This design comes from an exercise in tuning for small area on the open sky130 flow, not from production work. Function was checked by simulation only, so behaviour that the tests miss may differ from the original. Power figures rest on the tool's default switching activity, not on a simulated workload.

Design decode_regfile, start of the top module:
module decode_regfile
#(
    parameter int DATA_W = DEF_DATA_W,
    parameter int NREGS  = DEF_NREGS
) (
    input  logic              clock,
    input  logic              reset_n,
    input  logic [ADDR_W-1:0] rs_addr,
    input  logic [ADDR_W-1:0] rt_addr,
    input  logic              rs_used,
    input  logic              rt_used,
    input  logic              issue_valid,
    input  logic              issue_rwe,
    input  logic [ADDR_W-1:0] issue_d,
    output logic [DATA_W-1:0] rsval,
    output logic [DATA_W-1:0] rtval,
    output logic              stall,
    input  logic              wb_rwe,
    input  logic [ADDR_W-1:0] wb_d,
    input  logic [DATA_W-1:0] wb_rdval,
    output logic              sb_err
);
Size: about 2700 cells after synthesis, about 130 I/O pins, about 45000 sq um of cells after synthesis.
clock: 8.0 ns
lec_check: 0
cap_margin: 10
core_margin: 2
core_utilization: 55
place_density: 0.7
slew_margin: 10
synth_hierarchical: 1
synth_minimum_keep_size: 0
standard.sh (not shown) runs the stock make flow with config.mk's settings and CLKGATE_MAP_FILE= SYNTH_SCRIPT=/design/flow/synth_recipe.tcl, a recipe that flattens the netlist after the stock synthesis.
==> flow/flow/run.sh <==
#!/bin/bash
# The standard layout (standard.sh: the ORFS flow, standard synthesis) with two
# arguments of ORFS's own steps changed:
#  - the port buffers that buffer_ports inserts are sky130_fd_sc_hd__buf_1 cells
#    (every input and output port still gets its own buffer);
#  - clock tree synthesis builds the tree from clkbuf_16 cells, in clusters of
#    up to 24 flip-flops, and adds no dummy load cells.
# ORFS writes each step's full log under orfs/logs/; the make output goes to
# run.log in the folder this script runs in.
set -euo pipefail
export BUFFER_PORTS_ARGS="-buffer_cell sky130_fd_sc_hd__buf_1"
export CTS_ARGS="-sink_clustering_enable -repair_clock_nets -dont_use_dummy_load -buf_list sky130_fd_sc_hd__clkbuf_16 -sink_clustering_size 24 -sink_clustering_max_diameter 100"
bash standard.sh > run.log 2>&1
The baseline passed the timing, design-rule and antenna checks.
==> next run, changes <==
--- a/flow/flow/run.sh
+++ b/flow/flow/run.sh
@@ -7 +7 @@
-#    up to 24 flip-flops, and adds no dummy load cells.
+#    up to 27 flip-flops, and adds no dummy load cells.
@@ -12 +12 @@
-export CTS_ARGS="-sink_clustering_enable -repair_clock_nets -dont_use_dummy_load -buf_list sky130_fd_sc_hd__clkbuf_16 -sink_clustering_size 24 -sink_clustering_max_diameter 100"
+export CTS_ARGS="-sink_clustering_enable -repair_clock_nets -dont_use_dummy_load -buf_list sky130_fd_sc_hd__clkbuf_16 -sink_clustering_size 27 -sink_clustering_max_diameter 100"
- CAP_MARGIN: 10 -> 5
- CORE_UTILIZATION: 55 -> 40
- PLACE_DENSITY: 0.7 -> unset
- SLEW_MARGIN: 10 -> 5
Outcome: The new run passed the timing, design-rule and antenna checks. Final area rose slightly. Wire length rose by a few percent. Synthesized cell count stays the same. Core utilization fell by 16 points. First-iteration DRC count fell by roughly a tenth. Total power fell slightly. Combinational power barely changes. Sequential power is about the same.

* * *

Setup of run 2:
Starting RTL as in the previous note.
Design decode_regfile, start of the top module:
module decode_regfile
#(
    parameter int DATA_W = DEF_DATA_W,
    parameter int NREGS  = DEF_NREGS
) (
    input  logic              clock,
    input  logic              reset_n,
    input  logic [ADDR_W-1:0] rs_addr,
    input  logic [ADDR_W-1:0] rt_addr,
    input  logic              rs_used,
    input  logic              rt_used,
    input  logic              issue_valid,
    input  logic              issue_rwe,
    input  logic [ADDR_W-1:0] issue_d,
    output logic [DATA_W-1:0] rsval,
    output logic [DATA_W-1:0] rtval,
    output logic              stall,
    input  logic              wb_rwe,
    input  logic [ADDR_W-1:0] wb_d,
    input  logic [DATA_W-1:0] wb_rdval,
    output logic              sb_err
);
    logic [DATA_W-1:0] regs_q [NREGS];
    logic [NREGS-1:0]  valid_q;
    logic [NREGS-1:0]  valid_d;
    logic [3:0] wb_lo_n, rs_lo_n, rt_lo_n, is_lo_n, inc_lo_n;
    logic [7:0] wb_hi_n, rs_hi_n, rt_hi_n, is_hi_n;
    logic [NREGS-1:0] wb_oh;      
    logic [NREGS-1:0] rd_ok;      
  ...
==> flow/config.mk <==
export PLATFORM = sky130hd
export DESIGN_NAME = decode_regfile
export DESIGN_NICKNAME = decode_regfile
export VERILOG_FILES = /design/flow/design.v
export SDC_FILE = /design/flow/constraint.sdc
export NUM_CORES = 4
export LEC_CHECK = 0
export CAP_MARGIN = 10
export CORE_MARGIN = 2
export CORE_UTILIZATION = 40
export SLEW_MARGIN = 10
export SYNTH_HIERARCHICAL = 1
export SYNTH_MINIMUM_KEEP_SIZE = 0
==> flow/constraint.sdc <==
create_clock -name core_clock -period 8.0 [get_ports {clock}]
set_input_delay 1.6000 -clock core_clock [delete_from_list [all_inputs] [get_ports {clock}]]
set_output_delay 1.6000 -clock core_clock [all_outputs]
set_load 0.01 [all_outputs]
==> flow/flow/run.sh <==
#!/bin/bash
# The standard layout (standard.sh: the ORFS flow, standard synthesis) with two
# arguments of ORFS's own steps changed:
#  - the port buffers that buffer_ports inserts are sky130_fd_sc_hd__buf_1 cells
#    (every input and output port still gets its own buffer);
#  - clock tree synthesis builds the tree from clkbuf_16 cells, in clusters of
#    up to 24 flip-flops, and adds no dummy load cells.
# ORFS writes each step's full log under orfs/logs/; the make output goes to
# run.log in the folder this script runs in.
set -euo pipefail
export BUFFER_PORTS_ARGS="-buffer_cell sky130_fd_sc_hd__buf_1"
export CTS_ARGS="-sink_clustering_enable -repair_clock_nets -dont_use_dummy_load -buf_list sky130_fd_sc_hd__clkbuf_16 -sink_clustering_size 24 -sink_clustering_max_diameter 100"
bash standard.sh > run.log 2>&1
Run 2 completed every stage of the flow, and the final layout passed the timing, design-rule and antenna checks.
Edits applied to the flow inputs when going from run 2 to run 5:
==> flow/flow/run.sh <==
#!/bin/bash
# The standard layout (standard.sh: the ORFS flow, standard synthesis) with two
# arguments of ORFS's own steps changed:
#  - the port buffers that buffer_ports inserts are sky130_fd_sc_hd__buf_1 cells
#    (every input and output port still gets its own buffer);
#  - clock tree synthesis builds the tree from clkbuf_16 cells, in clusters of
#    up to 27 flip-flops, and adds no dummy load cells.
# ORFS writes each step's full log under orfs/logs/; the make output goes to
# run.log in the folder this script runs in.
set -euo pipefail
export BUFFER_PORTS_ARGS="-buffer_cell sky130_fd_sc_hd__buf_1"
export CTS_ARGS="-sink_clustering_enable -repair_clock_nets -dont_use_dummy_load -buf_list sky130_fd_sc_hd__clkbuf_16 -sink_clustering_size 27 -sink_clustering_max_diameter 100"
bash standard.sh > run.log 2>&1
Run 5 did not stop at any stage, and its layout met the timing, design-rule and antenna checks.
Worst setup path endpoint = rsval[22]: run 5; worst setup path endpoint = rsval[15]: run 2
Of run 2 and run 5, the run reporting the higher highest ir drop seen on vdd was run 5.
Part of the power in combinational logic: run 5 vs run 2, no meaningful difference
Run 5: met2 wirelength from detailed routing is 0.56% higher than what run 2 reported.
Clock skew deteriorates in run 5 relative to run 2.
From run 2 to run 5 the numbers moved as follows: reported leakage power went down, met2 usage went down by 0.18 points, end-of-flow core utilization barely changed, first-pass GRT wire length moved down.

[afterwards: timing with drivers on the ports]
How much do the figures lean on ideal ports? The routed layouts below were timed once more, with nothing changed but the port constraints. Step 1, drivers: a clkbuf_16 drives clock and a buf_2 each remaining input, both assumed. Step 2, shift: input delay + t, output delay - t, t = (earliest + latest rising clock arrival at the registers) / 2. This alone moves slack from input paths to output paths. Three values: ideal, step 1, step 2; two values: the first two.
run	t (ns)	setup slack, ns	hold WS [ns]
the first run of note 1	0.702	0.917 / 0.882 / 0.882	0.467 / 0.467 / 0.467
the second run of note 1	0.704	1.212 / 1.164 / 1.164	0.473 / 0.473 / 0.473
run 2	0.722	1.190 / 1.141 / 1.141	0.482 / 0.482 / 0.482
run 5	0.705	1.214 / 1.166 / 1.166	0.475 / 0.475 / 0.475
After both steps setup and hold are still met in every run listed. For run 2, which loses most, drivers alone change the setup slack by -0.049 ns; drivers and shift together by -0.049 ns.
